From an optimization exercise on the open Yosys and OpenROAD flow, aimed at small area, a short achievable clock period and few clock cycles per item; shortcuts taken in it are not production practice.
In this exercise RTL edits were held to simulation tests only and were not proved equivalent to the original.
Power figures rest on the tool's default switching activity, not on a simulated workload.

==> flow/design.v <==
`default_nettype none
package merge_rec_pkg;
  localparam int KEY_W = 32;
  localparam int PAY_W = 32;
  localparam int REC_W = KEY_W + PAY_W;   
  localparam int FIFO_LOG   = 2;
  localparam int FIFO_DEPTH = 1 << FIFO_LOG;
endpackage
`default_nettype wire
`timescale 1ns/1ps
`default_nettype none
module merge_unit #(
  parameter int E_LOG = 2
) (
  input  wire                                          CLK,
  input  wire                                          RST,
  input  wire                                          enq_a,
  input  wire  [(1<<E_LOG)*merge_rec_pkg::REC_W-1:0]   din_a,
  input  wire                                          enq_b,
  input  wire  [(1<<E_LOG)*merge_rec_pkg::REC_W-1:0]   din_b,
  input  wire                                          in_full,
  output logic                                         full_a,
  output logic                                         full_b,
  output logic [(1<<E_LOG)*merge_rec_pkg::REC_W-1:0]   dout,
  output logic                                         dout_en
);
  localparam int E     = 1 << E_LOG;
  localparam int KEY_W = merge_rec_pkg::KEY_W;
  localparam int REC_W = merge_rec_pkg::REC_W;
  localparam int BLK_W = E * REC_W;
  localparam int D     = merge_rec_pkg::FIFO_DEPTH;   
  function automatic logic key_le(input logic [KEY_W-1:0] a, input logic [KEY_W-1:0] b);
    logic [KEY_W-1:0] lt, eq;
    lt = ~a & b;
    eq = ~(a ^ b);
    for (int w = 1; w < KEY_W; w = w * 2) begin
      for (int k = 0; k + w < KEY_W; k = k + 2 * w) begin
        lt[k] = lt[k+w] | (eq[k+w] & lt[k]);
        eq[k] = eq[k+w] & eq[k];
      end
    end
    key_le = lt[0] | eq[0];
  endfunction
  logic [D-1:0][BLK_W-1:0] mem_a;
  logic [D-1:0][BLK_W-1:0] mem_b;
  logic [2:0]       wp_a, wp_b;          
  logic [2:0]       rp_a [E];            
  logic [2:0]       rp_b [E];
  logic [2:0]       rc_a [E];            
  logic [2:0]       rc_b [E];
  logic [E-1:0]     lf_a, lf_b;          
  logic [D-1:0]     oh_a [E];            
  logic [D-1:0]     oh_b [E];
  logic [2:0]       wp_a_n, wp_b_n;
  logic [2:0]       rc_a_n [E];
  logic [2:0]       rc_b_n [E];
  always_comb begin
    for (int i = 0; i < E; i++) begin
      lf_a[i] = (wp_a_n[1:0] == rc_a_n[i][1:0]) && (wp_a_n[2] != rc_a_n[i][2]);
      lf_b[i] = (wp_b_n[1:0] == rc_b_n[i][1:0]) && (wp_b_n[2] != rc_b_n[i][2]);
    end
  end
  assign wp_a_n = wp_a + {2'd0, enq_a};
  assign wp_b_n = wp_b + {2'd0, enq_b};
  always_ff @(posedge CLK) begin
    if (RST) begin
      wp_a   <= '0;
      wp_b   <= '0;
      full_a <= 1'b0;
      full_b <= 1'b0;
    end else begin
      wp_a   <= wp_a_n;
      wp_b   <= wp_b_n;
      full_a <= |lf_a;
      full_b <= |lf_b;
    end
  end
  always_ff @(posedge CLK) begin
    for (int s = 0; s < D; s++) begin
      if (!full_a && wp_a[1:0] == s[1:0]) mem_a[s] <= din_a;
      if (!full_b && wp_b[1:0] == s[1:0]) mem_b[s] <= din_b;
    end
  end
  logic [KEY_W-1:0] key_a [E];
  logic [KEY_W-1:0] key_b [E];
  logic [E-1:0]     ne_a, ne_b;
  logic             fire;
  logic [E*E-1:0]   le;    
  logic [E-1:0]     take_a;   
  always_comb begin
    for (int i = 0; i < E; i++) begin
      key_a[i] = '0;
      key_b[i] = '0;
      for (int s = 0; s < D; s++) begin
        if (oh_a[i][s]) key_a[i] = key_a[i] | mem_a[s][i*REC_W +: KEY_W];
        if (oh_b[i][s]) key_b[i] = key_b[i] | mem_b[s][i*REC_W +: KEY_W];
      end
      ne_a[i]  = (rp_a[i] != wp_a);
      ne_b[i]  = (rp_b[i] != wp_b);
    end
    for (int i = 0; i < E; i++) begin
      for (int l = 0; l < E; l++) begin
        le[i*E+l] = key_le(key_a[i], key_b[l]);
      end
    end
    for (int i = 0; i < E; i++) begin
      take_a[i] = le[i*E + (E-1-i)];
    end
  end
  assign fire = !in_full && (&ne_a) && (&ne_b);
  always_ff @(posedge CLK) begin
    if (RST) begin
      for (int i = 0; i < E; i++) begin
        rp_a[i] <= '0;
        rp_b[i] <= '0;
        oh_a[i] <= 4'b0001;
        oh_b[i] <= 4'b0001;
      end
    end else if (fire) begin
      for (int i = 0; i < E; i++) begin
        if (take_a[i]) begin
          rp_a[i] <= rp_a[i] + 3'd1;
          oh_a[i] <= {oh_a[i][D-2:0], oh_a[i][D-1]};
        end else begin
          rp_b[E-1-i] <= rp_b[E-1-i] + 3'd1;
          oh_b[E-1-i] <= {oh_b[E-1-i][D-2:0], oh_b[E-1-i][D-1]};
        end
      end
    end
  end
  logic             v1;
  logic [E*E-1:0]   le1;
  logic [D-1:0]     sa1 [E];   
  logic [D-1:0]     sb1 [E];
  always_ff @(posedge CLK) begin
    if (RST) v1 <= 1'b0;
    else if (!in_full) v1 <= fire;
  end
  always_ff @(posedge CLK) begin
    if (!in_full) begin
      le1 <= le;
      for (int i = 0; i < E; i++) begin
        sa1[i] <= oh_a[i];
        sb1[i] <= oh_b[i];
      end
    end
  end
  logic [E-1:0] t1;   
  always_comb begin
    for (int i = 0; i < E; i++) t1[i] = le1[i*E + (E-1-i)];
  end
  always_comb begin
    for (int i = 0; i < E; i++) begin
      rc_a_n[i] = rc_a[i] + {2'd0, (v1 && !in_full && t1[i])};
      rc_b_n[E-1-i] = rc_b[E-1-i] + {2'd0, (v1 && !in_full && !t1[i])};
    end
  end
  always_ff @(posedge CLK) begin
    for (int i = 0; i < E; i++) begin
      if (RST) begin
        rc_a[i] <= '0;
        rc_b[i] <= '0;
      end else begin
        rc_a[i] <= rc_a_n[i];
        rc_b[i] <= rc_b_n[i];
      end
    end
  end
  logic [E-1:0] rot0, rot1;
  always_comb begin
    rot0[0] = (oh_a[0] == oh_a[3]);
    rot0[1] = (oh_a[0] != oh_a[3]) && (oh_a[1] == oh_a[3]);
    rot0[2] = (oh_a[1] != oh_a[3]) && (oh_a[2] == oh_a[3]);
    rot0[3] = (oh_a[2] != oh_a[3]);
  end
  always_ff @(posedge CLK) begin
    if (!in_full) rot1 <= rot0;
  end
  logic [E*E-1:0]   sel;
  logic [REC_W-1:0] c [E];       
  logic [BLK_W-1:0] ord;
  always_comb begin
    for (int p = 0; p < E; p++) begin
      for (int i = 0; i < E; i++) begin
        logic ca, cb;
        ca = 1'b0;
        cb = 1'b0;
        for (int r = 0; r < E; r++) begin
          int x, m, y, n, l, lb0, lb1, la0, la1;
          logic ta, tb;
          lb0 = 0;
          lb1 = 0;
          la0 = 0;
          la1 = 0;
          x  = (i - r + E) % E;
          m  = p - x;
          ta = 1'b0;
          if (m >= 0) begin
            ta  = 1'b1;
            lb1 = (m - r + E) % E;          
            if (m > 0) begin
              lb0 = (m - 1 - r + E) % E;    
              ta  = ta && !t1[E-1-lb0] && !le1[i*E+lb0];
            end
            ta = ta && (t1[E-1-lb1] || le1[i*E+lb1]);
          end
          l  = E - 1 - i;
          y  = (l + r) % E;
          n  = p - y;
          tb = 1'b0;
          if (n >= 0) begin
            tb  = 1'b1;
            la1 = (n + r) % E;              
            if (n > 0) begin
              la0 = (n - 1 + r) % E;        
              tb  = tb && t1[la0] && le1[la0*E+l];
            end
            tb = tb && (!t1[la1] || !le1[la1*E+l]);
          end
          ca = ca || (rot1[r] && ta);
          cb = cb || (rot1[r] && tb);
        end
        sel[p*E+i] = t1[i] ? ca : cb;
      end
    end
    for (int i = 0; i < E; i++) begin
      c[i] = '0;
      for (int s = 0; s < D; s++) begin
        if (t1[i] && sa1[i][s]) c[i] = c[i] | mem_a[s][i*REC_W +: REC_W];
        if (!t1[i] && sb1[E-1-i][s]) c[i] = c[i] | mem_b[s][(E-1-i)*REC_W +: REC_W];
      end
    end
    ord = '0;
    for (int p = 0; p < E; p++) begin
      for (int i = 0; i < E; i++) begin
        if (sel[p*E+i]) ord[p*REC_W +: REC_W] = ord[p*REC_W +: REC_W] | c[i];
      end
    end
  end
  logic [BLK_W-1:0] dq;
  always_ff @(posedge CLK) begin
    if (RST) dout_en <= 1'b0;
    else dout_en <= v1 && !in_full;
  end
  always_ff @(posedge CLK) begin
    dq <= ord;
  end
  assign dout = dq;
endmodule
`default_nettype wire
==> flow/run.sh <==
#!/bin/bash
# synth_recipe.tcl (not shown) runs the flow's synth.tcl, then flattens the netlist and writes it again
# the make line also repeats each setting of config.mk as NAME=value (left out here)
make -C /OpenROAD-flow-scripts/flow DESIGN_CONFIG=/design/flow/config.mk WORK_HOME=/design/flow/orfs CLKGATE_MAP_FILE= SYNTH_SCRIPT=/design/flow/synth_recipe.tcl finish
==> flow/config.mk <==
export PLATFORM = sky130hd
export DESIGN_NAME = merge_unit
export DESIGN_NICKNAME = merge_unit
export VERILOG_FILES = /design/flow/design.v
export SDC_FILE = /design/flow/constraint.sdc
export NUM_CORES = 4
export LEC_CHECK = 0
export CAP_MARGIN = 20
export CORE_MARGIN = 2
export CORE_UTILIZATION = 40
export SETUP_SLACK_MARGIN = 2.0
export SLEW_MARGIN = 20
==> flow/constraint.sdc <==
create_clock -name core_clock -period 5.0 [get_ports {CLK}]
set_input_delay 1.0000 -clock core_clock [delete_from_list [all_inputs] [get_ports {CLK}]]
set_output_delay 1.0000 -clock core_clock [all_outputs]
set_load 0.01 [all_outputs]
==> metrics.md, run 1 <==
| Metric | Value |
|---|---|
| Hold Violations, Final | `0` |
| Max clock buf depth | `4` |
| Initial antenna violation count | `144` |
| Final count of pins violating max slew | `0` |
| DRT antenna net count | `0` |
| Clk sinks | `2,446` |
| Remaining Overflow, GRT | `0` |
| Routed wire length per instance | `40.4 µm` |
| Switching Share | `0.314` |
| Status | `no timing/DRC/antenna violations` |
| Register bit total from synthesis | `roughly 2,400` |
| CTS clk-pin slew, worst paths | `0.06 ns` |
| Setup Skew | `0.0725 ns` |
| Synthesized area per cell | `between 10 and 15 µm²` |
| Reg2reg path depth | `13` |
| CP required | `5.89 ns` |
| Max-capacitance violation count | `0` |
| First-pass detailed-route iteration total | `8` |
| Die width | `519 µm` |
| Total track usage | `0.366` |
| Final non-filler cell area | `0.137 mm²` |
| Met3 usage | `0.141` |
| Ports | `between 700 and 800` |
| Seq pwr share | `0.420` |
| Worst Hold Class | `flip-flop to flip-flop` |
| RR Startpoint | `oh_a[0][2]` |
| CP Capture Type | `flip-flop` |
| Final core occ | `0.520` |
| HPWL Detailed | `between 300,000 and 400,000 µm` |
| Combinational power share | `0.249` |
| Nets | `between 9,000 and 10,000` |
| DRT iter0 DRCs | `13,100` |
| Worst setup margin | `around 1.8 ns` |
| Ys async rst share | `0` |
| # DRC | `0` |
| Share of layout cells above drive strength 1 | `0.195` |
| Crit Path Category | `flip-flop to flip-flop` |
| Slowest-stage cell, CP | `a2111oi_4` |
| CTS H-tree lvls | `5` |
| Final Wtd Congestion | `1.06` |
| R2R Setup Slk | `1.82 ns` |
| Dominant synthesized flop cell | `edfxtp_1` |
| Biggest cell delay along the critical path | `slightly below 0.4 ns` |
| Distinct cells, synth | `63` |
| Port bufs | `775` |
| Post-Syn Area | `around 0.11 mm²` |
| Syn Nets | `~8,600` |
| Largest net degree at the start of global routing | `129` |
| Worst hold stages | `2` |
| Minimum clock period | `3.18 ns` |
| Gate Count Post-Synth | `7,580` |
| CTS tree | `done` |
| Placed inst area | `0.121 mm²` |
| Vias per cell | `6.62` |
| Rel. slew slack | `0.119` |
| Setup-failing EPs final | `0` |
| Area Overhead vs Synth | `29.1%` |
| TNS Setup | `0 ns` |
| Met2 GRT Util | `0.527` |
| Cell row count | `~190` |
| Fmax | `about 310 MHz` |
| Routed vias | `84,300` |
| Crit-path max FO | `11` |
| Worst-skew pair later-pin latency | `0.99 ns` |
| Power consumption | `60.4 mW` |
| GR peak layer | `met2` |
| Most used cell along the critical path | `buf_4` |
| Critical path launch point type | `flip-flop` |
| Clock Power Share | `0.331` |
| Endpoint, Worst Hold | `rp_a[1][2]` |
| Post-synthesis sequential area ratio | `0.660` |
| Fin crit share | `0.636` |
| Internal power | `41.4 mW` |
| P_sw | `between 15 and 20 mW` |
| Pre-CTS WS | `0.641 ns` |
| Root buf cell | `clkbuf_16` |
| Max VDD drop | `0.000379 V` |
| Worst slew pin tran | `between 1 and 1.5 ns` |
| Initial Util | `0.403` |
| Pwr Density | `441 mW/mm²` |
| Die area | `0.269 mm²` |
| Die Ht | `519 µm` |
| First-pass GRT wire length | `677,000 µm` |
| CTS buffer count | `279` |
| Leakage | `49.6 nW` |
| Post-Route WL | `515,000 µm` |
| RR Endpoint | `rp_a[0][2]` |
| Crit-path cells | `buf_6 > buf_8 > a221oi_2 > buf_4 > ha_1 > nand4_1 > a2111oi_4 > o21ai_4 > a211oi_2 > buf_4 > o21bai_4 > or3_1 > a21oi_1` |
| Worst Min Path Start | `rp_a[1][2]` |
| Unrepaired setup endpoints after global routing | `true` |
| Number of global-route vias before repair | `79,400` |
| Worst EP arrival | `4.07 ns` |
| Core box area | `0.263 mm²` |
| Met1 GRT Util | `0.460` |
| Post-synth EDFFs | `2,100` |
| Synth warn | `14` |
[how the worst max path moves through the flow]
stage	startpoint	endpoint	slack [ns]	cells after the start
after floorplan	wp_b[1]	mem_b[512]	-2.37	2
after global placement	oh_a[0][2]	rp_a[0][1]	0.57	12
after detailed placement	oh_a[0][2]	oh_a[0][1]	0.64	12
after CTS	oh_a[3][0]	le1[15]	1.84	13
after global routing	oh_b[3][0]	rp_a[0][2]	1.73	12
final	oh_a[0][2]	rp_a[0][2]	1.82	13
[final cells by class]
type	count	area, µm²
antenna	86	215
clock buffer	361	7580
timing repair buffer	1619	16100
tap	3515	4400
multi-input combinational	4561	37200
clock inverter	121	1160
fill	22100	126000
inverter	31	119
sequential	2446	70100
[metrics by stage]
step                cells  hold slack [ns]
floorplan            7580            0.406
global placement    11800            0.487
detailed placement  11800            0.505
CTS                 12600            0.513
global route        12700            0.565
finish              12700            0.518
[registers in the layout, indices dropped and copies added (netlist names)]
name	cells
dout_en	1
dq	256
full_a	1
full_b	1
le1	16
mem_a	1024
mem_b	1024
oh_a	16
oh_b	16
rc_a	12
rc_b	12
rot1	4
rp_a	12
rp_b	12
sa1	16
sb1	16
v1	1
wp_a	3
wp_b	3
[power by group through the flow]
stage / clock network [mW] / logic, mW / registers [mW]
finish: 20.0 / 15.0 / 25.4
CTS: 20.1 / 14.0 / 25.3
global route: 20.9 / 15.3 / 25.5
floorplan: 0 / 5.38 / 25.9
detailed placement: 0 / 13.2 / 25.7
global placement: 0 / 13.1 / 25.7
[cells in the final DEF (no fill, tap or decap), drive strengths merged, types with 68 or more instances in the layout]
master and instances:
o22a 229, nand3 322, a21o 127, a221oi 140
edfxtp 2100, o221ai 242, o21ai 288, ha 540
nor2 149, a21oi 154, a22o 144, clkdlybuf4s50 765
nand2 436, nand4 68, buf 838, dfxtp 346
clkinv 83, a22oi 1274, diode 86, clkbuf 368
[repair_timing]
item / CTS / global route
setup buffers: 244 / 88
hold buffers: 0 / 0
cloned: 8 / 8
pin swaps: 90 / 134
setup endpoints to repair: 248 / 88
gates resized for setup: 444 / 265
[cell families after synthesis]
group | after synthesis | share of synthesized area
AO/OA/AOI/OAI | 2770 | 0.196
XOR/XNOR | 80 | 0.00668
adder cells (fa/ha/maj) | 540 | 0.0637
buffers and inverters | 578 | 0.0211
flip-flops | 2446 | 0.660
multiplexers | 32 | 0.00302
AND/OR/NAND/NOR | 1134 | 0.0496
[critical path, delay by kind of cell, from the launching register on]
family / cells / cell delay (ns)
AO/OA/AOI/OAI: 6 / 1.08
flip-flops: 1 / 0.38
AND/OR/NAND/NOR: 2 / 0.57
buffers and inverters: 4 / 0.70
adder cells (fa/ha/maj): 1 / 0.32
[Yosys cell counts, types with 24 or more instances]
| master | instances | area, µm² |
|---|---|---|
| edfxtp_1 | 2100 | 63100 |
| a22oi_1 | 1274 | 9560 |
| ha_1 | 540 | 6760 |
| clkbuf_1 | 459 | 1720 |
| nand2_1 | 436 | 1640 |
| dfxtp_1 | 346 | 6930 |
| nand3_1 | 322 | 1610 |
| o21ai_0 | 275 | 1380 |
| o221ai_1 | 242 | 2120 |
| o22a_1 | 229 | 2010 |
| a21oi_1 | 153 | 766 |
| nor2_1 | 149 | 559 |
| a22o_1 | 144 | 1260 |
| a221oi_1 | 140 | 1230 |
| a21o_1 | 127 | 953 |
| nand4_1 | 68 | 425 |
| buf_1 | 66 | 248 |
| nor3_1 | 47 | 235 |
| xor2_1 | 42 | 368 |
| nor2b_1 | 40 | 250 |
| xnor2_1 | 37 | 324 |
| mux2i_1 | 32 | 320 |
| inv_1 | 31 | 116 |
| a31oi_1 | 27 | 169 |
| a221o_1 | 24 | 240 |
[routing by layer]
layer  vias up  part of all wire  routed length (µm)
met2      6369              0.42              217000
met3      1394              0.14               70000
met4       104             0.076               39200
li1      34100                 -                   -
met5         -            0.0014                 713
met1     42400              0.37              189000
Testbench counts, summed over its fixed seeds: cycles 3,468, records 12,128.
==> run 2, diff against run 1 <==
==> flow/flow/run.sh (new file) <==
#!/bin/bash
set -euo pipefail
export BUFFER_PORTS_ARGS="-buffer_cell sky130_fd_sc_hd__buf_1"
bash standard.sh > standard.log 2>&1
==> flow/standard.sh (new file) <==
#!/bin/bash
# synth_recipe.tcl (not shown) runs the flow's synth.tcl, then flattens the netlist and writes it again
# the make line also repeats each setting of config.mk as NAME=value (left out here)
make -C /OpenROAD-flow-scripts/flow DESIGN_CONFIG=/design/flow/config.mk WORK_HOME=/design/flow/orfs CLKGATE_MAP_FILE= SYNTH_SCRIPT=/design/flow/synth_recipe.tcl "${@:-finish}"
--- a/flow/config.mk
+++ b/flow/config.mk
@@ -8,5 +8,5 @@
 export CAP_MARGIN = 20
 export CORE_MARGIN = 2
 export CORE_UTILIZATION = 40
-export SETUP_SLACK_MARGIN = 2.0
+export SETUP_SLACK_MARGIN = 1.8
 export SLEW_MARGIN = 20
removed: flow/run.sh
==> metrics.md, run 2 <==
| Metric | Value |
|---|---|
| Status | `no timing/DRC/antenna violations` |
| Reg2reg path depth | `5 (-8)` |
| DRT iter0 DRCs | `12,800 (-2.4%)` |
| First-pass detailed-route iteration total | `8 (unchanged)` |
| Synth warn | `14 (unchanged)` |
| Clock Power Share | `0.344 (+0.013)` |
| Register bit total from synthesis | `2,446 (unchanged)` |
| Setup Skew | `0.0860 ns (+0.0135 ns)` |
| Largest regs | `mem_a (1024), mem_b (1024), dq (256)` |
| RR Endpoint | `dq[71]` |
| Pwr Density | `457 mW/mm² (+3.6%)` |
| Post-Syn Area | `0.106 mm² (unchanged)` |
| DRT antenna net count | `0 (unchanged)` |
| Rel. slew slack | `0.0878 (-0.0310)` |
| Leakage | `46.2 nW (-6.8%)` |
| Distinct cells, synth | `63 (unchanged)` |
| P_sw | `18.7 mW (-1.1%)` |
| Remaining Overflow, GRT | `0 (unchanged)` |
| Worst EP arrival | `3.87 ns (-0.20 ns)` |
| Fin crit share | `0.660 (+0.0249)` |
| R2R Setup Slk | `1.70 ns (-0.12 ns)` |
| CP endpoint | `dq[71]` |
| Hold Violations, Final | `0 (unchanged)` |
| Worst slew pin tran | `1.36 ns (+0.0462 ns)` |
| First-pass GRT wire length | `663,000 µm (-2.1%)` |
| Multi-input gate area | `0.0358 mm² (-3.6%)` |
| Largest cells by area after synthesis | `edfxtp_1, a22oi_1, dfxtp_1` |
| Gate Count Post-Synth | `7,580 (unchanged)` |
| Nets | `9,821 (-1.7%)` |
| Vias per cell | `6.60 (-0.28%)` |
| Share of layout cells above drive strength 1 | `0.162 (-0.0326)` |
| Synthesized area per cell | `14.0 µm² (unchanged)` |
| Initial antenna violation count | `169 (+17%)` |
| Crit Path Category | `flip-flop to flip-flop` |
| Critical path launch point type | `flip-flop` |
| CTS tree | `done` |
| Number of global-route vias before repair | `77,300 (-2.7%)` |
| Combinational power share | `0.225 (-0.024)` |
| Fmax | `303 MHz (-3.8%)` |
| RR Startpoint | `sb1[2][3]` |
| FF+latch area | `0.0701 mm² (about the same)` |
| Crit-path cells | `buf_12 > a22oi_1 > nand2_1 > o21ai_1 > o221ai_1` |
| Root buf cell | `clkbuf_16` |
| Slowest-stage cell, CP | `o21ai_1` |
| Ys async rst share | `0 (unchanged)` |
| Most frequent cells in the layout | `edfxtp_1, a22oi_1, buf_1` |
| Unrepaired setup endpoints after global routing | `true` |
| CTS H-tree lvls | `5 (unchanged)` |
| Ports | `776 (unchanged)` |
| CTS Hold Buffers Added | `0 (unchanged)` |
| Post-Route WL | `505,000 µm (-2.1%)` |
| Most common cell after layout, fill and taps aside | `edfxtp_1` |
| Routed vias | `83,100 (-1.4%)` |
| Worst Min Path Start | `din_b[89]` |
| TNS Setup | `0 ns (unchanged)` |
| # fillers | `22,700 (+2.8%)` |
| Biggest cell delay along the critical path | `0.96 ns (+0.57 ns)` |
| Switching Share | `0.318 (+0.00396)` |
| Internal power | `40.2 mW (-2.9%)` |
| Die area | `0.269 mm² (unchanged)` |
| Setup-failing EPs final | `0 (unchanged)` |
| Worst Hold Class | `input port to flip-flop` |
| Final Wtd Congestion | `1.05 (-0.36%)` |
| Max VDD drop | `0.000359 V (-5.1%)` |
| Initial Util | `0.403 (unchanged)` |
| Post-synthesis sequential area ratio | `0.660 (unchanged)` |
| Die width | `519 µm (unchanged)` |
| Area Overhead vs Synth | `21.7%` |
| Most common cell in the netlist | `edfxtp_1` |
| Max-capacitance violation count | `0 (unchanged)` |
| Clk sinks | `2,446 (unchanged)` |
| Minimum clock period | `3.30 ns (+0.124 ns)` |
| Crit-path max FO | `33 (+22)` |
| Final count of pins violating max slew | `0 (unchanged)` |
| Share of the synthesized area in the top cell type | `0.595 (unchanged)` |
| # DRC | `0 (unchanged)` |
| Power consumption | `58.9 mW (-2.4%)` |
| Port bufs | `775 (unchanged)` |
| Core box area | `0.263 mm² (unchanged)` |
| Largest net degree at the start of global routing | `131 (+1.6%)` |
| Total track usage | `0.359 (-0.00722)` |
| Cell row count | `188 (unchanged)` |
| CP Capture Type | `flip-flop` |
| Max clock buf depth | `4 (unchanged)` |
| Post-synth EDFFs | `2,100 (unchanged)` |
| Dominant synthesized flop cell | `edfxtp_1` |
| Syn Nets | `8,637 (unchanged)` |
| Most frequent cells after synthesis | `edfxtp_1, a22oi_1, ha_1, clkbuf_1, nand2_1` |
| Final core occ | `0.491 (-0.0298)` |
| Largest area contributor in the netlist | `edfxtp_1` |
| Seq pwr share | `0.431 (+0.011)` |
| CP required | `5.57 ns (-0.32 ns)` |
| CTS clk-pin slew, worst paths | `0.07 ns (about the same)` |
| HPWL Detailed | `359,000 µm (+0.53%)` |
| CTS buffer count | `273 (-2.2%)` |
| Worst setup startpoint | `sb1[2][3]` |
| Routed wire length per instance | `40.0 µm (-0.98%)` |
| Worst-skew pair later-pin latency | `0.93 ns (-0.06 ns)` |
| Die Ht | `519 µm (unchanged)` |
run 2: what timing repair did:
action / in CTS / in global routing
pin swaps: 23 / 52
endpoints found under the setup margin: 96 / 73
gates cloned: 2 / 2
resized for setup: 220 / 207
buffers inserted: 74 / 122
run 2: worst min path at each step:
stage                       endpoint  slack [ns]  cells after the start
after floorplan            sa1[0][0]        0.41                      0
after global routing      mem_b[335]        0.34                      1
after global placement            v1        0.46                      2
after CTS                  mem_b[89]        0.30                      1
final                      mem_b[89]        0.32                      1
after detailed placement          v1        0.47                      2
run 2: per-stage QoR:
stage	std cells	setup WS, ns	hold WS, ns	area (µm²)
2_1_floorplan	7580	-2.37	0.406	106000
3_3_place_gp	11800	0.512	0.464	116000
3_5_place_dp	11800	0.694	0.470	116000
4_1_cts	12400	1.79	0.297	127000
5_1_grt	12500	1.65	0.342	129000
6_report	12600	1.70	0.322	129000
run 2: worst max-delay path: cells and delay by family, from the launching register on:
family / cells / cell delay, ns
AOI/OAI and AO/OA: 3 / 1.80
DFF: 1 / 0.69
buffers and inverters: 1 / 0.32
and+or+nand+nor: 1 / 0.14
run 2: final cells by class:
cell class | count | share of cell area
diodes | 107 | 0.00208
clock buffers | 348 | 0.0576
clock inverters | 139 | 0.0119
inverters | 31 | 0.000902
multi-input cells | 4557 | 0.278
flip-flops and latches | 2446 | 0.543
well taps | 3515 | 0.0341
repair buffers | 1455 | 0.0722
run 2: cell families (layout without fill, tap and decap cells):
family                   after synthesis  in the layout  share of synthesized area
AND/OR/NAND/NOR                     1134           1134                     0.0496
AO/OA/AOI/OAI                       2770           2771                      0.196
buffers and inverters                578           1973                     0.0211
adder cells (fa/ha/maj)              540            540                     0.0637
flip-flops                          2446           2446                      0.660
multiplexers                          32             32                    0.00302
other                                  0            107                          0
XOR/XNOR                              80             80                    0.00668
run 2: power groups by stage:
stage | clock network [mW] | registers [mW] | logic, mW
floorplan | 0 | 25.9 | 5.38
global placement | 0 | 25.7 | 12.1
detailed placement | 0 | 25.7 | 12.2
CTS | 20.4 | 25.3 | 12.5
global route | 21.2 | 25.5 | 13.6
finish | 20.3 | 25.4 | 13.3
run 2: metal layers:
layer	GRT usage	wire [µm]
met5	0	595
met1	0.462	189000
met3	0.124	64400
met4	0.219	35800
met2	0.520	215000
==> run 3, diff against run 2 <==
--- a/flow/config.mk
+++ b/flow/config.mk
@@ -8,5 +8,8 @@
 export CAP_MARGIN = 20
 export CORE_MARGIN = 2
 export CORE_UTILIZATION = 40
+export CTS_BUF_LIST = sky130_fd_sc_hd__clkbuf_16
+export CTS_CLUSTER_DIAMETER = 60
+export CTS_CLUSTER_SIZE = 22
 export SETUP_SLACK_MARGIN = 1.8
 export SLEW_MARGIN = 20
==> metrics.md, run 3 <==
| Metric | Value |
|---|---|
| Worst hold stages | `1 (unchanged)` |
| Vias per cell | `6.60 (about the same)` |
| Cell family with most CP delay | `compound AO/OA/AOI/OAI gates` |
| Gate Count Post-Synth | `7,580 (unchanged)` |
| Die Ht | `519 µm (unchanged)` |
| CTS buffer count | `176 (-36%)` |
| Post-Syn Area | `0.106 mm² (unchanged)` |
| Total track usage | `0.358 (-0.00143)` |
| Post-synthesis sequential area ratio | `0.660 (unchanged)` |
| Most frequent cells after synthesis | `edfxtp_1, a22oi_1, ha_1, clkbuf_1, nand2_1` |
| Setup-failing EPs final | `0 (unchanged)` |
| Crit path depth | `5 (unchanged)` |
| Tightest hold margin | `0.328 ns (+0.00533 ns)` |
| Largest net degree at the start of global routing | `131 (unchanged)` |
| Fmax | `298 MHz (-1.7%)` |
| Leakage | `44.9 nW (-2.7%)` |
| Most frequent cells in the layout | `edfxtp_1, a22oi_1, buf_1` |
| Hold Violations, Final | `0 (unchanged)` |
| Largest regs | `mem_a (1024), mem_b (1024), dq (256)` |
| Dominant synthesized flop cell | `edfxtp_1` |
| Critical path launch point type | `flip-flop` |
| Placed inst area | `0.116 mm² (unchanged)` |
| Worst Min Path Start | `din_a[169]` |
| Fin crit share | `0.672 (+0.0117)` |
| Ys async rst share | `0 (unchanged)` |
| Core box area | `0.263 mm² (unchanged)` |
| First-pass detailed-route iteration total | `7 (-1)` |
| Setup Skew | `0.0582 ns (-0.0278 ns)` |
| Share of layout cells above drive strength 1 | `0.154 (-0.00856)` |
| Final count of pins violating max slew | `0 (unchanged)` |
| Placed insts | `11,800 (unchanged)` |
| Worst Hold Class | `input port to flip-flop` |
| Status | `no timing/DRC/antenna violations` |
| Cell row count | `188 (unchanged)` |
| Die area | `0.269 mm² (unchanged)` |
| Final std cells w/o fill | `12,400 (-1.3%)` |
| Synthesized area per cell | `14.0 µm² (unchanged)` |
| Most common cell in the netlist | `edfxtp_1` |
| RR Startpoint | `sb1[2][3]` |
| CTS clk-pin slew, worst paths | `0.09 ns (+0.02 ns)` |
| Crit Path Category | `flip-flop to flip-flop` |
| # DRC | `0 (unchanged)` |
| Final Wtd Congestion | `1.05 (unchanged)` |
| HPWL Detailed | `359,000 µm (unchanged)` |
| Buf+Inv Stages, Crit Path | `1 (unchanged)` |
| Die width | `519 µm (unchanged)` |
| Largest area contributor in the netlist | `edfxtp_1` |
| Share of the synthesized area in the top cell type | `0.595 (unchanged)` |
| CTS tree | `done` |
| Max VDD drop | `0.000367 V (+2.1%)` |
| CP required | `5.59 ns (+0.02 ns)` |
| Distinct cells, synth | `63 (unchanged)` |
| Power consumption | `54.1 mW (-8.1%)` |
| Max clock buf depth | `3 (-1)` |
| Reg2reg path depth | `5 (unchanged)` |
| DRT iter0 DRCs | `12,900 (+0.99%)` |
| CP Capture Type | `flip-flop` |
| Max-capacitance violation count | `0 (unchanged)` |
| Rel. slew slack | `0.0878 (about the same)` |
| Slowest-stage cell, CP | `o21ai_1` |
| Minimum clock period | `3.36 ns (+0.0587 ns)` |
| Root buf cell | `clkbuf_16` |
| Worst EP arrival | `3.95 ns (+0.08 ns)` |
| Area Overhead vs Synth | `19.2%` |
| Post-Route WL | `501,000 µm (-0.75%)` |
| CTS H-tree lvls | `4 (-1)` |
| Remaining Overflow, GRT | `0 (unchanged)` |
| Routed wire length per instance | `40.3 µm (+0.52%)` |
| Largest cells by area after synthesis | `edfxtp_1, a22oi_1, dfxtp_1` |
| Clk sinks | `2,446 (unchanged)` |
| CTS Hold Buffers Added | `0 (unchanged)` |
| Number of global-route vias before repair | `76,100 (-1.6%)` |
| Initial Util | `0.403 (unchanged)` |
| Most common cell after layout, fill and taps aside | `edfxtp_1` |
| Register bit total from synthesis | `2,446 (unchanged)` |
| DRT antenna net count | `0 (unchanged)` |
| First-pass GRT wire length | `659,000 µm (-0.70%)` |
| Worst-skew pair later-pin latency | `0.92 ns (about the same)` |
| Post-synth EDFFs | `2,100 (unchanged)` |
| Initial antenna violation count | `178 (+5.3%)` |
| Final non-filler cell area | `0.126 mm² (-2.0%)` |
| Biggest cell delay along the critical path | `0.98 ns (+0.02 ns)` |
| Unrepaired setup endpoints after global routing | `true` |
| Worst setup startpoint | `sb1[2][3]` |
| Port bufs | `775 (unchanged)` |
| Routed vias | `82,100 (-1.2%)` |
| TNS Setup | `0 ns (unchanged)` |
| Crit-path cells | `buf_12 > a22oi_1 > nand2_1 > o21ai_1 > o221ai_1` |
| Synth warn | `14 (unchanged)` |
| Crit-path max FO | `33 (unchanged)` |
| Nets | `9,729 (-0.94%)` |
| Syn Nets | `8,637 (unchanged)` |
| Ports | `776 (unchanged)` |
| Pwr Density | `428 mW/mm² (-6.2%)` |
| Worst slew pin tran | `1.35 ns (-0.00518 ns)` |
run 3: stage by stage:
| step | util | worst slack (ns) |
|---|---|---|
| global placement | 0.441 | 0.512 |
| CTS | 0.472 | 1.74 |
| finish | 0.481 | 1.64 |
| floorplan | - | -2.37 |
| global route | 0.480 | 1.69 |
| detailed placement | 0.441 | 0.694 |
run 3: worst paths after layout:
kind / slack [ns] / end
max: 1.64 / dq[71]
min: 0.33 / mem_a[425]
max reg2reg: 1.64 / dq[71]
min reg2reg: 0.49 / v1
run 3: report_power, final:
group          switching, mW  total (mW)  internal, mW
Combinational           9.25        13.3          4.02
Clock                   8.16        15.5          7.38
Sequential              1.02        25.3          24.3
run 3: cell families after synthesis:
logic type                 Yosys count  share of synthesized area
AOI/OAI and AO/OA                 2770                      0.196
xor gates and xnor gates            80                    0.00668
adders and majority gates          540                     0.0637
buffers and inverters              578                     0.0211
DFF                               2446                      0.660
muxes                               32                    0.00302
and+or+nand+nor                   1134                     0.0496
run 3: layout make-up:
class / count / area (µm²)
antenna: 98 / 245
clock buffer: 182 / 4550
clock inverter: 149 / 1730
fill: 22900 / 137000
inverter: 31 / 116
multi-input combinational: 4557 / 35800
sequential: 2446 / 70100
tap: 3515 / 4400
timing repair buffer: 1460 / 9410
run 3: routing by layer:
layer | GRT usage | vias to the layer above | share of wire
met2 | 0.514 | 6012 | 0.42
met4 | 0.226 | 114 | 0.072
met5 | 0.00480 | - | 0.0018
met3 | 0.119 | 1193 | 0.13
li1 | - | 33500 | -
met1 | 0.463 | 41300 | 0.38
run 3: repair_timing:
item	in CTS	in global routing
setup endpoints to repair	96	79
pin swaps	34	60
buffers inserted	78	120
cloned	4	2
gates resized for setup	241	176
hold endpoints to repair	0	0
==> run 4, diff against run 3 <==
--- a/flow/config.mk
+++ b/flow/config.mk
@@ -7,7 +7,7 @@
 export LEC_CHECK = 0
 export CAP_MARGIN = 20
 export CORE_MARGIN = 2
-export CORE_UTILIZATION = 40
+export CORE_UTILIZATION = 52
 export CTS_BUF_LIST = sky130_fd_sc_hd__clkbuf_16
 export CTS_CLUSTER_DIAMETER = 60
 export CTS_CLUSTER_SIZE = 22
==> metrics.md, run 4 <==
| Metric | Value |
|---|---|
| Status | `no timing/DRC/antenna violations` |
| Placed inst area | `0.115 mm² (-1.1%)` |
| # fillers | `15,400 (-33%)` |
| Clock Power Share | `0.271 (-0.016)` |
| Cell row count | `165 (-12%)` |
| HPWL Detailed | `335,000 µm (-6.8%)` |
| Routed wire length per instance | `41.1 µm (+2.1%)` |
| Post-synthesis sequential area ratio | `0.660 (unchanged)` |
| Synth warn | `14 (unchanged)` |
| Crit Path Category | `flip-flop to flip-flop` |
| Ports | `776 (unchanged)` |
| Placed insts | `10,900 (-7.3%)` |
| Worst hold stages | `1 (unchanged)` |
| DRT antenna net count | `0 (unchanged)` |
| Reg2reg path depth | `14 (+9)` |
| Post-Route WL | `476,000 µm (-5.0%)` |
| First-pass detailed-route iteration total | `8 (+1)` |
| Share of the synthesized area in the top cell type | `0.595 (unchanged)` |
| Synthesized area per cell | `14.0 µm² (unchanged)` |
| Worst Min Path Start | `din_b[4]` |
| Slowest-stage cell, CP | `dfxtp_4` |
| Final core occ | `0.622 (+0.141)` |
| CTS H-tree lvls | `4 (unchanged)` |
| Crit-path cells | `buf_12 > bufbuf_16 > a22oi_1 > nand2_1 > buf_4 > ha_1 > nand3_1 > nor3_2 > inv_2 > a311oi_4 > o21bai_1 > buf_4 > or3_1 > a21oi_2` |
| Leakage | `45.0 nW (about the same)` |
| Dominant synthesized flop cell | `edfxtp_1` |
| Share of layout cells above drive strength 1 | `0.159 (+0.00509)` |
| Power consumption | `52.8 mW (-2.5%)` |
| Gate Count Post-Synth | `7,580 (unchanged)` |
| Area Overhead vs Synth | `18.7%` |
| Switching Share | `0.333 (-0.00724)` |
| Worst EP arrival | `4.12 ns (+0.17 ns)` |
| Setup Skew | `0.0430 ns (-0.0152 ns)` |
| Most common cell after layout, fill and taps aside | `edfxtp_1` |
| Minimum clock period | `3.32 ns (-0.0428 ns)` |
| Worst-skew pair later-pin latency | `0.89 ns (-0.03 ns)` |
| Biggest cell delay along the critical path | `0.39 ns (-0.59 ns)` |
| Routed vias | `82,200 (+0.13%)` |
| Multi-input gate area | `0.0366 mm² (+2.3%)` |
| CP required | `5.80 ns (+0.21 ns)` |
| Pre-CTS WS | `0.755 ns (+0.0616 ns)` |
| Rel. slew slack | `0.119 (+0.0309)` |
| Syn Nets | `8,637 (unchanged)` |
| Root buf cell | `clkbuf_16` |
| Fmax | `301 MHz (+1.3%)` |
| Post-synth EDFFs | `2,100 (unchanged)` |
| Max clock buf depth | `3 (unchanged)` |
| Hold Violations, Final | `0 (unchanged)` |
| Fin crit share | `0.664 (-0.00856)` |
| Max VDD drop | `0.000445 V (+21%)` |
| Final std cells w/o fill | `11,600 (-6.9%)` |
| CTS tree | `done` |
| RR Endpoint | `rp_a[2][2]` |
| Worst setup margin | `1.68 ns (+0.0428 ns)` |
| Die Ht | `455 µm (-12%)` |
| Setup-failing EPs final | `0 (unchanged)` |
| Internal power | `35.2 mW (-1.4%)` |
| Critical path launch point type | `flip-flop` |
| Combinational power share | `0.251 (+0.006)` |
| Initial Util | `0.524 (+0.121)` |
| Crit-path max FO | `17 (-48%)` |
| R2R Setup Slk | `1.68 ns (+0.04 ns)` |
| Largest area contributor in the netlist | `edfxtp_1` |
| Most frequent cells after synthesis | `edfxtp_1, a22oi_1, ha_1, clkbuf_1, nand2_1` |
| CP Capture Type | `flip-flop` |
| Die width | `455 µm (-12%)` |
| Port bufs | `775 (unchanged)` |
| Final count of pins violating max slew | `0 (unchanged)` |
| First-pass GRT wire length | `634,000 µm (-3.8%)` |
| Most common cell in the netlist | `edfxtp_1` |
| Seq pwr share | `0.478 (+0.010)` |
| Worst slew pin tran | `1.31 ns (-0.0459 ns)` |
| Core box area | `0.202 mm² (-23%)` |
| Nets | `9,757 (+0.29%)` |
| Final non-filler cell area | `0.126 mm² (-0.49%)` |
| DRT iter0 DRCs | `13,700 (+6.0%)` |
| Pwr Density | `420 mW/mm² (-2.0%)` |
| P_sw | `17.6 mW (-4.6%)` |
| Buf+Inv Stages, Crit Path | `5 (+4)` |
| Distinct cells, synth | `63 (unchanged)` |
| Number of global-route vias before repair | `76,300 (+0.34%)` |
| Most frequent cells in the layout | `edfxtp_1, a22oi_1, buf_1` |
| FF+latch area | `0.0701 mm² (about the same)` |
| Die area | `0.207 mm² (-23%)` |
| Most used cell along the critical path | `buf_4` |
| Vias per cell | `7.10 (+7.5%)` |
| Post-Syn Area | `0.106 mm² (unchanged)` |
| Largest net degree at the start of global routing | `128 (-2.3%)` |
| Register bit total from synthesis | `2,446 (unchanged)` |
| Largest regs | `mem_a (1024), mem_b (1024), dq (256)` |
| Clk sinks | `2,446 (unchanged)` |
| Endpoint, Worst Hold | `mem_b[772]` |
| Remaining Overflow, GRT | `0 (unchanged)` |
| Ys async rst share | `0 (unchanged)` |
| CTS buffer count | `165 (-6.3%)` |
| CTS clk-pin slew, worst paths | `0.09 ns (about the same)` |
| Unrepaired setup endpoints after global routing | `true` |
| # DRC | `0 (unchanged)` |
| RR Startpoint | `oh_b[1][1]` |
| Worst setup startpoint | `oh_b[1][1]` |
| Total track usage | `0.444 (+0.0862)` |
| Largest cells by area after synthesis | `edfxtp_1, a22oi_1, dfxtp_1` |
| Max-capacitance violation count | `0 (unchanged)` |
| Cell family with most CP delay | `buffers and inverters` |
| Worst Hold Class | `input port to flip-flop` |
| Initial antenna violation count | `116 (-35%)` |
| Final Wtd Congestion | `1.08 (+2.2%)` |
==> run 4: cell counts after synthesis <==
Identical to the previous run, type by type.
==> run 4: metal layers <==
metal	vias up	GRT usage	wire length, µm
met5	-	0	658
met4	60	0.314	39700
met3	1332	0.151	63900
met2	6307	0.632	202000
met1	41000	0.569	170000
li1	33500	-	-
==> run 4: worst max path at each step <==
stage / to / slack, ns / depth (start not counted)
floorplan: mem_b[512] / -2.37 / 2
global placement: rp_a[0][2] / 0.70 / 10
detailed placement: oh_b[1][3] / 0.76 / 10
CTS: rp_a[1][1] / 1.76 / 13
global route: oh_a[2][1] / 1.66 / 14
finish: rp_a[2][2] / 1.68 / 14
==> run 4: power groups by stage <==
stage                     combinational (mW)  clock, mW  sequential [mW]
final                                   13.2       14.3             25.2
after global routing                    13.5       15.1             25.4
after CTS                               12.2       14.3             25.2
after detailed placement                11.8          0             25.6
after global placement                  11.8          0             25.6
after floorplan                         5.38          0             25.9
==> run 4: worst reg2reg max path, stage by stage (launching register included) <==
cell	delay (ns)
dfxtp_4	0.39
buf_12	0.14
bufbuf_16	0.30
a22oi_1	0.18
nand2_1	0.09
buf_4	0.21
ha_1	0.35
nand3_1	0.12
nor3_2	0.22
inv_2	0.11
a311oi_4	0.33
o21bai_1	0.15
buf_4	0.20
or3_1	0.32
a21oi_2	0.14
==> run 4: per-stage QoR <==
step / setup TNS [ns] / hold WS, ns
finish: 0 / 0.358
global route: 0 / 0.372
CTS: 0 / 0.321
detailed placement: 0 / 0.464
global placement: 0 / 0.468
floorplan: -4493.10 / 0.406
==> run 4: cell type report <==
cell class,count,share of cell area
tap,2672,0.0266
inverter,31,0.000925
multi-input combinational,4557,0.291
antenna,74,0.00147
clock buffer,172,0.0342
sequential,2446,0.557
timing repair buffer,1499,0.0786
clock inverter,133,0.00952
==> run 4: cell families after synthesis <==
group | Yosys count | synth area share
AOI/OAI and AO/OA | 2770 | 0.196
DFF | 2446 | 0.660
and+or+nand+nor | 1134 | 0.0496
buffers and inverters | 578 | 0.0211
adders and majority gates | 540 | 0.0637
xor gates and xnor gates | 80 | 0.00668
muxes | 32 | 0.00302
==> run 4: timing repair <==
action,4_1_cts,5_1_grt
gates cloned,4,4
buffers inserted,129,126
resized for setup,282,260
pin swaps,33,85
hold buffers,0,0
setup endpoints to repair,108,97
==> run 5, diff against run 4 <==
--- a/flow/config.mk
+++ b/flow/config.mk
@@ -11,5 +11,5 @@
 export CTS_BUF_LIST = sky130_fd_sc_hd__clkbuf_16
 export CTS_CLUSTER_DIAMETER = 60
 export CTS_CLUSTER_SIZE = 22
-export SETUP_SLACK_MARGIN = 1.8
+export SETUP_SLACK_MARGIN = 2.1
 export SLEW_MARGIN = 20
==> metrics.md, run 5 <==
| Metric | Value |
|---|---|
| Post-synth EDFFs | `2,100 (unchanged)` |
| Reg2reg path depth | `15 (+1)` |
| Die area | `0.207 mm² (unchanged)` |
| Share of layout cells above drive strength 1 | `0.187 (+0.0281)` |
| Ports | `776 (unchanged)` |
| Largest regs | `mem_a (1024), mem_b (1024), dq (256)` |
| Vias per cell | `7.09 (about the same)` |
| Cell family with most CP delay | `compound AO/OA/AOI/OAI gates` |
| Initial Util | `0.524 (unchanged)` |
| Pwr Density | `415 mW/mm² (-1.0%)` |
| Fin crit share | `0.676 (+0.0127)` |
| Largest area contributor in the netlist | `edfxtp_1` |
| Synth warn | `14 (unchanged)` |
| Total track usage | `0.449 (+0.00555)` |
| Tightest hold margin | `0.365 ns (+0.00732 ns)` |
| Largest net degree at the start of global routing | `128 (unchanged)` |
| Final Wtd Congestion | `1.08 (unchanged)` |
| RR Startpoint | `oh_b[1][3]` |
| Post-Syn Area | `0.106 mm² (unchanged)` |
| R2R Setup Slk | `1.62 ns (-0.06 ns)` |
| Leakage | `45.9 nW (+2.1%)` |
| Worst EP arrival | `4.12 ns (about the same)` |
| CTS clk-pin slew, worst paths | `0.09 ns (about the same)` |
| Routed wire length per instance | `41.1 µm (about the same)` |
| Buf+Inv Stages, Crit Path | `5 (unchanged)` |
| Worst-skew pair later-pin latency | `0.89 ns (about the same)` |
| Most common cell in the netlist | `edfxtp_1` |
| Gate Count Post-Synth | `7,580 (unchanged)` |
| Unrepaired setup endpoints after global routing | `true` |
| DRT iter0 DRCs | `13,800 (+0.81%)` |
| Area Overhead vs Synth | `21.1%` |
| Max VDD drop | `0.000446 V (about the same)` |
| Setup Skew | `0.0484 ns (+0.00540 ns)` |
| Max clock buf depth | `3 (unchanged)` |
| HPWL Detailed | `335,000 µm (unchanged)` |
| Status | `no timing/DRC/antenna violations` |
| Crit-path cells | `buf_12 > a22oi_2 > nand2_2 > buf_6 > buf_6 > ha_4 > nand4_1 > a2111oi_4 > o21ai_2 > a311oi_4 > o21bai_1 > buf_4 > buf_4 > o21ai_1 > a21oi_2` |
| Clk sinks | `2,446 (unchanged)` |
| CP Capture Type | `flip-flop` |
| Initial antenna violation count | `110 (-5.2%)` |
| Port bufs | `775 (unchanged)` |
| Remaining Overflow, GRT | `0 (unchanged)` |
| Most common cell after layout, fill and taps aside | `edfxtp_1` |
| Cell row count | `165 (unchanged)` |
| Routed vias | `83,200 (+1.2%)` |
| Die Ht | `455 µm (unchanged)` |
| CP required | `5.74 ns (-0.06 ns)` |
| Share of the synthesized area in the top cell type | `0.595 (unchanged)` |
| Final count of pins violating max slew | `0 (unchanged)` |
| Nets | `9,892 (+1.4%)` |
| First-pass GRT wire length | `642,000 µm (+1.3%)` |
| Synthesized area per cell | `14.0 µm² (unchanged)` |
| Minimum clock period | `3.38 ns (+0.0634 ns)` |
| Max-capacitance violation count | `0 (unchanged)` |
| Rel. slew slack | `0.158 (+0.0392)` |
| CTS H-tree lvls | `4 (unchanged)` |
| Crit-path max FO | `17 (unchanged)` |
| Post-synthesis sequential area ratio | `0.660 (unchanged)` |
| Pre-CTS WS | `0.755 ns (unchanged)` |
| RR Endpoint | `rp_a[2][2]` |
| Setup-failing EPs final | `0 (unchanged)` |
| # DRC | `0 (unchanged)` |
| Dominant synthesized flop cell | `edfxtp_1` |
| Core box area | `0.202 mm² (unchanged)` |
| Ys async rst share | `0 (unchanged)` |
| Root buf cell | `clkbuf_16` |
| Register bit total from synthesis | `2,446 (unchanged)` |
| First-pass detailed-route iteration total | `6 (-2)` |
| Crit Path Category | `flip-flop to flip-flop` |
| CTS buffer count | `165 (unchanged)` |
| Worst slew pin tran | `1.26 ns (-0.0450 ns)` |
| Syn Nets | `8,637 (unchanged)` |
| Worst hold stages | `1 (unchanged)` |
| Slowest-stage cell, CP | `a311oi_4` |
| Most frequent cells in the layout | `edfxtp_1, a22oi_1, buf_1` |
| Hold Violations, Final | `0 (unchanged)` |
| CTS tree | `done` |
| Worst setup margin | `1.62 ns (-0.0634 ns)` |
| Endpoint, Worst Hold | `mem_b[1015]` |
| Critical path launch point type | `flip-flop` |
| Fmax | `296 MHz (-1.9%)` |
| DRT antenna net count | `0 (unchanged)` |
| Biggest cell delay along the critical path | `0.40 ns (about the same)` |
| Post-Route WL | `482,000 µm (+1.2%)` |
| Worst Hold Class | `input port to flip-flop` |
| Largest cells by area after synthesis | `edfxtp_1, a22oi_1, dfxtp_1` |
| Die width | `455 µm (unchanged)` |
| Number of global-route vias before repair | `77,600 (+1.6%)` |
| Most frequent cells after synthesis | `edfxtp_1, a22oi_1, ha_1, clkbuf_1, nand2_1` |
| Distinct cells, synth | `63 (unchanged)` |
| Worst Min Path Start | `din_b[247]` |
==> run 5: cell count changes in the layout (fill, tap and decap cells not counted), moves of 16 or more <==
cell	before	now
a21oi_1	138	120
a21oi_2	13	29
a22oi_1	1240	1218
a22oi_2	34	56
buf_4	582	657
buf_6	24	64
ha_1	522	495
ha_4	18	45
o21ai_0	188	156
o21ai_1	66	83
==> run 5: logic make-up (layout without fill, tap and decap cells) <==
logic type	after synthesis	after routing	share of synthesized area
AO/OA/AOI/OAI	2770	2771	0.196
flip-flops	2446	2446	0.660
AND/OR/NAND/NOR	1134	1135	0.0496
buffers and inverters	578	1969	0.0211
adder cells (fa/ha/maj)	540	540	0.0637
XOR/XNOR	80	80	0.00668
multiplexers	32	32	0.00302
other	0	87	0
==> run 5: timing repair <==
action                                  in CTS  in global routing
hold buffers                                 0                  0
resized for setup                          561                241
endpoints found under the setup margin     308                114
pin swaps                                  140                117
setup buffers                              297                 91
cloned                                       9                  2
==> run 5: final cells by class <==
class | instances | area [µm²]
timing repair buffer | 1633 | 11300
fill | 15200 | 74000
clock buffer | 172 | 4300
sequential | 2446 | 70100
antenna | 87 | 218
tap | 2672 | 3340
inverter | 31 | 119
clock inverter | 133 | 1200
multi-input combinational | 4558 | 37800
==> run 5: how the worst max path moves through the flow <==
stage,from,end,slack (ns),cells past startpoint
after floorplan,wp_b[1],mem_b[512],-2.37,2
after global placement,oh_a[0][3],rp_a[0][2],0.70,10
after detailed placement,oh_a[2][0],oh_b[1][3],0.76,10
after CTS,oh_b[1][2],le1[5],1.83,12
after global routing,oh_b[1][3],oh_a[2][1],1.58,15
final,oh_b[1][3],rp_a[2][2],1.62,15
==> run 5: through the flow <==
stage	instance area, µm²	utilization	setup TNS [ns]	power (mW)	std cells
floorplan	106000	-	-4493.10	31.3	7580
global placement	115000	0.567	0	37.4	10900
detailed placement	115000	0.567	0	37.5	10900
CTS	126000	0.623	0	52.2	11600
global route	128000	0.634	0	54.4	11700
finish	128000	0.634	0	53.3	11700
==> run 5: layer usage <==
metal / part of all wire / track usage
met5: 0.0011 / 0.00620
met4: 0.088 / 0.327
met3: 0.13 / 0.156
met2: 0.42 / 0.639
met1: 0.36 / 0.571
==> run 5: power breakdown <==
group | total (mW) | internal (mW) | switching, mW
Combinational | 13.8 | 4.35 | 9.41
Clock | 14.3 | 6.80 | 7.51
Sequential | 25.2 | 24.3 | 0.913

-- static timing again, ports no longer ideal --
In the flow no input, the clock included, has a driving cell. The finished layouts below were timed again as built, in two steps. Step 1 (the two cells are an assumption about what drives the block):
set clk [get_ports {CLK}]
set_driving_cell -lib_cell sky130_fd_sc_hd__clkbuf_16 $clk
set_driving_cell -lib_cell sky130_fd_sc_hd__buf_2 [delete_from_list [all_inputs] $clk]
Step 2, shift: input delay + t, output delay - t, t = (earliest + latest rising clock arrival at the registers) / 2. This alone moves slack from input paths to output paths. Slacks: ideal ports / drivers / drivers and shift; pairs: ideal ports / drivers.
run | t, ns | setup WS [ns] | pins driven straight from the clock port
run 1 | 1.055 | 1.822 / 1.822 / 1.254 | 1
run 2 | 0.990 | 1.698 / 1.698 / 1.473 | 1
run 3 | 1.002 | 1.639 / 1.639 / 1.486 | 1
run 4 | 0.972 | 1.682 / 1.682 / 1.511 | 1
run 5 | 0.971 | 1.619 / 1.619 / 1.498 | 1
After both steps setup and hold are still met in every run listed. The setup slack of run 1, which loses most, moves by 0.000 ns with the drivers and by -0.568 ns with both steps.
